This design comes from an exercise in tuning for small area and a short achievable clock period on the open sky130 flow, not from production work. Only simulation tests tie the RTL to the original design; equivalence was not proved. Power figures rest on the tool's default switching activity, not on a simulated workload.

File: flow/run.sh
#!/bin/bash
# synth_recipe.tcl (not shown) runs the flow's synth.tcl, then flattens the netlist and writes it again
# the make line also repeats each setting of config.mk as NAME=value (left out here)
make -C /OpenROAD-flow-scripts/flow DESIGN_CONFIG=/design/flow/config.mk WORK_HOME=/design/flow/orfs CLKGATE_MAP_FILE= SYNTH_SCRIPT=/design/flow/synth_recipe.tcl finish
File: flow/constraint.sdc
create_clock -name core_clock -period 6.0 [get_ports {clk}]
set_input_delay 1.2000 -clock core_clock [delete_from_list [all_inputs] [get_ports {clk}]]
set_output_delay 1.2000 -clock core_clock [all_outputs]
set_load 0.01 [all_outputs]
File: flow/config.mk
export PLATFORM = sky130hd
export DESIGN_NAME = fft_bfly_stage
export DESIGN_NICKNAME = fft_bfly_stage
export VERILOG_FILES = /design/flow/design.v
export SDC_FILE = /design/flow/constraint.sdc
export NUM_CORES = 4
export LEC_CHECK = 0
export CAP_MARGIN = 20
export CORE_MARGIN = 2
export CORE_UTILIZATION = 40
export SLEW_MARGIN = 20
export SYNTH_MEMORY_MAX_BITS = 8192
File: flow/design.v
module fft_bfly_stage #(
   parameter int IN_WIDTH  = 9,
   parameter int OUT_WIDTH = 10,
   parameter int NUM       = 16,
   parameter int DATA      = 512,
   localparam int COUNT    = DATA / NUM
) (
   input  logic                                clk,
   input  logic                                rstn,
   input  logic                                clr,
   input  logic                                scale,
   input  logic                                valid_in,
   input  logic [NUM-1:0][IN_WIDTH-1:0]        din_re,
   input  logic [NUM-1:0][IN_WIDTH-1:0]        din_im,
   output logic [NUM-1:0][OUT_WIDTH-1:0]       do1_re,
   output logic [NUM-1:0][OUT_WIDTH-1:0]       do1_im,
   output logic [NUM-1:0][OUT_WIDTH-1:0]       do2_re,
   output logic [NUM-1:0][OUT_WIDTH-1:0]       do2_im,
   output logic                                valid_out,
   output logic                                frame_done,
   output logic                                busy,
   output logic                                ovf
);
   localparam int HALF    = COUNT / 2;
   localparam int CW      = $clog2(COUNT);
   localparam int AW      = (HALF > 1) ? $clog2(HALF) : 1;
   localparam int EW      = IN_WIDTH + 2;
   localparam int BW      = 2 * NUM * IN_WIDTH;
   localparam int SAT_MAX = 2 ** (OUT_WIDTH - 1) - 1;
   localparam int SAT_MIN = -(2 ** (OUT_WIDTH - 1));
   localparam logic signed [EW-1:0] RND = EW'(1);
   logic [CW-1:0] beat_cnt;
   logic          frame_scale;
   logic [BW-1:0] buffer [HALF];
   logic [AW-1:0] wr_addr, rd_addr;
   logic [BW-1:0] rd_word;
   logic          accept, second_half, last_beat, clip_any;
   logic [NUM-1:0][OUT_WIDTH-1:0] s_re_d, s_im_d, d_re_d, d_im_d;
   function automatic logic signed [EW-1:0] combine(input logic signed [IN_WIDTH-1:0] a,
                                                    input logic signed [IN_WIDTH-1:0] b,
                                                    input logic sub,
                                                    input logic scl);
      logic signed [EW-1:0] ae, be, r;
      ae = {{2{a[IN_WIDTH-1]}}, a};
      be = {{2{b[IN_WIDTH-1]}}, b};
      r  = sub ? ae - be : ae + be;
      if (scl) r = (r + RND) >>> 1;
      combine = r;
   endfunction
   function automatic logic [OUT_WIDTH:0] saturate(input logic signed [EW-1:0] v);
      logic [OUT_WIDTH-1:0] res;
      logic clip;
      clip = 1'b0;
      res  = v[OUT_WIDTH-1:0];
      if (int'(v) > SAT_MAX) begin
         res  = OUT_WIDTH'(SAT_MAX);
         clip = 1'b1;
      end else if (int'(v) < SAT_MIN) begin
         res  = OUT_WIDTH'(SAT_MIN);
         clip = 1'b1;
      end
      saturate = {clip, res};
   endfunction
   assign accept      = valid_in && !clr;
   assign second_half = (beat_cnt >= CW'(HALF));
   assign last_beat   = (beat_cnt == CW'(COUNT - 1));
   assign busy        = (beat_cnt != '0);
   assign wr_addr     = AW'(beat_cnt);
   assign rd_addr     = AW'(beat_cnt - CW'(HALF));
   assign rd_word     = buffer[rd_addr];
   always_comb begin : lane_math
      logic signed [IN_WIDTH-1:0] a_re, a_im;
      logic c0, c1, c2, c3;
      clip_any = 1'b0;
      s_re_d   = '0;
      s_im_d   = '0;
      d_re_d   = '0;
      d_im_d   = '0;
      for (int i = 0; i < NUM; i++) begin
         a_re      = rd_word[i*IN_WIDTH +: IN_WIDTH];
         a_im      = rd_word[NUM*IN_WIDTH + i*IN_WIDTH +: IN_WIDTH];
         {c0, s_re_d[i]} = saturate(combine(a_re, din_re[i], 1'b0, frame_scale));
         {c1, s_im_d[i]} = saturate(combine(a_im, din_im[i], 1'b0, frame_scale));
         {c2, d_re_d[i]} = saturate(combine(a_re, din_re[i], 1'b1, frame_scale));
         {c3, d_im_d[i]} = saturate(combine(a_im, din_im[i], 1'b1, frame_scale));
         clip_any  = clip_any | c0 | c1 | c2 | c3;
      end
   end
   always_ff @(posedge clk) begin
      if (accept && !second_half) buffer[wr_addr] <= {din_im, din_re};
   end
   always_ff @(posedge clk or negedge rstn) begin
      if (!rstn) begin
         beat_cnt    <= '0;
         frame_scale <= 1'b0;
         do1_re      <= '0;
         do1_im      <= '0;
         do2_re      <= '0;
         do2_im      <= '0;
         valid_out   <= 1'b0;
         frame_done  <= 1'b0;
         ovf         <= 1'b0;
      end else begin
         valid_out  <= accept && second_half;
         frame_done <= accept && last_beat;
         if (accept && second_half) begin
            do1_re <= s_re_d;
            do1_im <= s_im_d;
            do2_re <= d_re_d;
            do2_im <= d_im_d;
         end
         if (clr) begin
            beat_cnt <= '0;
            ovf      <= 1'b0;
         end else if (valid_in) begin
            if (beat_cnt == '0) frame_scale <= scale;
            beat_cnt <= last_beat ? '0 : beat_cnt + CW'(1);
            if (second_half && clip_any) ovf <= 1'b1;
         end
      end
   end
endmodule
==> results.json <==
{
  "outcome": "finished clean",
  "rows": 282,
  "finalNetCount": 16980,
  "cts_root_buf": "clkbuf_16",
  "use_met3_pct": 3.688,
  "yosysWarnings": 1,
  "hold_violations": 0,
  "ios": 937,
  "grt_util_met2_pct": 35.82,
  "crit_path_end_kind": "flop",
  "setup-tns-final_ps": 0,
  "synth_edf_count": 4608,
  "yosys.area.top_type_share_pct": 58.29,
  "crit_end": "do1_re[15]",
  "ys_ff_latch": 5257,
  "fin_crit_ps": 5522,
  "layout.cells.non_filler": 24240,
  "ys_seq_area_share_pct": 65.13,
  "ys_top_cells_by_area": "edfxtp_1 58%, mux4_2 14%, dfrtp_1 6.8%",
  "antenna_found_initial": 61,
  "cts_tree": "built",
  "post_cts_resized": 0,
  "r2r-start": "beat_cnt[0]",
  "rrSetupSlack_ps": 480,
  "drive_above_1_share_pct": 17.27,
  "post_cts_buffers": 0,
  "cp.required_ps": 7060,
  "p_per_area_nw_per_um2": 316.9,
  "path_cells": "buf_12 -> buf_12 -> mux4_2 -> mux4_2 -> ha_1 -> fa_1 -> nor2b_1 -> o31a_1 -> xnor2_1 -> nor3_1 -> nand3_1 -> o21ai_0 -> a211oi_1 -> buf_4 -> a21o_1",
  "crit_cells": 15,
  "wire_per_inst_um": 27.66,
  "final.setup_skew_ps": 58.59,
  "r2r-end": "do1_re[15]",
  "yosysMostFrequentCell": "edfxtp_1",
  "dpl_cell_area_um2": 259100,
  "crit_buf_inv": 3,
  "gr-total-overflow": 0,
  "max_slew_margin_pct": 25.20,
  "worst_pin_slew_ps": 1122,
  "syn_inst": 14740,
  "core_area_um2": 590700,
  "viasPerCell": 5.708,
  "start_util_pct": 40.19,
  "clk_path_buf_depth": 4,
  "top_usage_layer": "met2",
  "first_global_vias": 136200,
  "rsz0062_at_grt": "false",
  "cts_buffers": 566,
  "die_w_um": 774.4,
  "die_area_um2": 599700,
  "crit_start": "beat_cnt[0]",
  "clk_pin_slew_worst_paths_ps": 60,
  "insertion_delay_ps": 1160,
  "critPathTopFamily": "compound AO/OA/AOI/OAI gates",
  "slowest_delay_ps": 750,
  "start_kind": "flop",
  "syn_nets": 15780,
  "drcViolationCount": 0,
  "reg2reg_depth": 15,
  "vdd.ir_drop.worst_mv": 0.2445,
  "clock.fmax_mhz": 181.1,
  "worst_slack_ps": 478.0,
  "synth_top_area_cell": "edfxtp_1",
  "ys.flop_type": "edfxtp_1",
  "final_cell_area_um2": 277800,
  "htreeDepth": 6,
  "grt_usage_pct": 21.81,
  "die_y_um": 774.4,
  "grt_max_degree": 221,
  "drt_iter0_markers": 12390,
  "crit_type": "flop to flop",
  "p_leak_nw": 94.84,
  "syn_area_um2": 237400,
  "async_flop_share_pct": 12.35,
  "dp_hpwl_mm": 425.0,
  "drv_slew": 0,
  "arrival_ps": 6580,
  "finalCritPeriodShare_pct": 92.03,
  "hold_class": "input port to asynchronous set/reset pin",
  "clkSinkCount": 5257,
  "holdBufCountCts": 0,
  "netlist_top_cells_count": "4608 x edfxtp_1, 1440 x mux4_2, 818 x nor2_1",
  "area_growth_pct": 17.03,
  "final_antenna_net_count": 0,
  "grtUsageMet1_pct": 30.38,
  "port_buffers": 936,
  "gp_congestion": 0.8949,
  "drt_wl_total_mm": 670.4,
  "place_ws_ps": 522.5,
  "ys_types": 93,
  "dr.pass1.iters": 6,
  "maxCapViolations": 0,
  "syn_area_per_cell_um2": 16.10,
  "vias": 138300,
  "cp_max_fo": 42,
  "grt_pass1_wl_mm": 970.1,
  "dpl.cell_count": 23180,
  "setup_viol": 0,
  "crit_slowest_cell": "a211oi_1"
}
==> where the power goes <==
group	switching [mW]	internal, mW	total [mW]
registers	0.0915	40.0	40.1
logic	7.99	5.03	13.0
clock network	15.0	19.9	34.9
total	23.1	65.0	88.0
==> area by class of cell <==
cell class	instances	area [um^2]
Inverter	615	2323
Clock inverter	282	3473
Multi-Input combinational cell	8109	77800
Antenna cell	36	90.09
Tap cell	7810	9772
Timing Repair Buffer	1391	14520
Clock buffer	737	15210
Fill cell	50280	312800
Sequential cell	5257	154600
==> logic make-up after synthesis <==
group                    count (synthesis)  share of synthesized area, %
AO/OA/AOI/OAI                         2596                         7.113
XOR/XNOR                               430                         1.586
adder cells (fa/ha/maj)                748                         4.145
buffers and inverters                 1377                         2.192
flip-flops                            5257                         65.13
multiplexers                          1563                         14.19
AND/OR/NAND/NOR                       2772                         5.645
==> stage by stage <==
stage               util, %  hold slack [ps]  power (mW)
global route          47.03            46.03       91.48
global placement      43.86            451.1       53.69
detailed placement    43.86            457.2       53.82
finish                47.04            83.42       88.05
floorplan                 -            507.0       49.93
CTS                   47.02            64.22       88.73
==> per-layer routing <==
metal  vias to the layer above  routed length (um)
met3                       858               42100
met5                         -                 289
li1                      60680                   -
met1                     72560              287000
met2                      4200              323600
met4                        42               17440
==> worst min-delay path by stage <==
stage / endpoint / from / depth (start not counted) / slack, ps
2_1_floorplan: do1_im[73] / do1_im[73] / 2 / 510
3_3_place_gp: do1_re[29] / do1_re[29] / 2 / 450
3_5_place_dp: do2_im[19] / do2_im[19] / 2 / 460
4_1_cts: do1_re[158] / rstn / 1 / 60
5_1_grt: do1_re[158] / rstn / 1 / 50
6_report: do1_re[158] / rstn / 1 / 80
==> sequential cells by signal, indices dropped and copies added (netlist names), 5 cells and up <==
name / count
beat_cnt: 5
do1_im: 160
buffer: 4608
do2_re: 160
do1_re: 160
do2_im: 160
==> placed cells by master, fill, tap and decap left out, types with 207 or more instances in the layout <==
cell,instances
a21oi_1,688
buf_4,316
clkbuf_16,575
clkdlybuf4s50_1,934
dfrtp_1,644
edfxtp_1,4608
ha_1,684
inv_1,613
mux4_2,1440
nand2_1,708
nor2_1,804
nor3_1,207
o21ai_0,640
xnor2_1,294

[separate check: timing with driven ports]
Ports are ideal in the flow. The routed layout listed here was re-timed in OpenROAD. Step 1, drivers: a clkbuf_16 drives clk and a buf_2 each remaining input, both assumed. Step 2 moves the port delays by t, midway between the first and last clock arrival at a register: inputs arrive t later, outputs are due t later. That takes back most of the time a late clock gives input paths. Slacks: ideal ports / drivers / drivers and shift; pairs: ideal ports / drivers.
t, ns: 1.220
slack for setup (ns): 0.478 / 0.478 / 0.478
hold WS [ns]: 0.083 / 0.037 / 0.470
cell pins on the clock port's net: 1
After both steps this run still meets setup and hold. For this run, drivers alone change the setup slack by 0.000 ns; drivers and shift together by 0.000 ns.
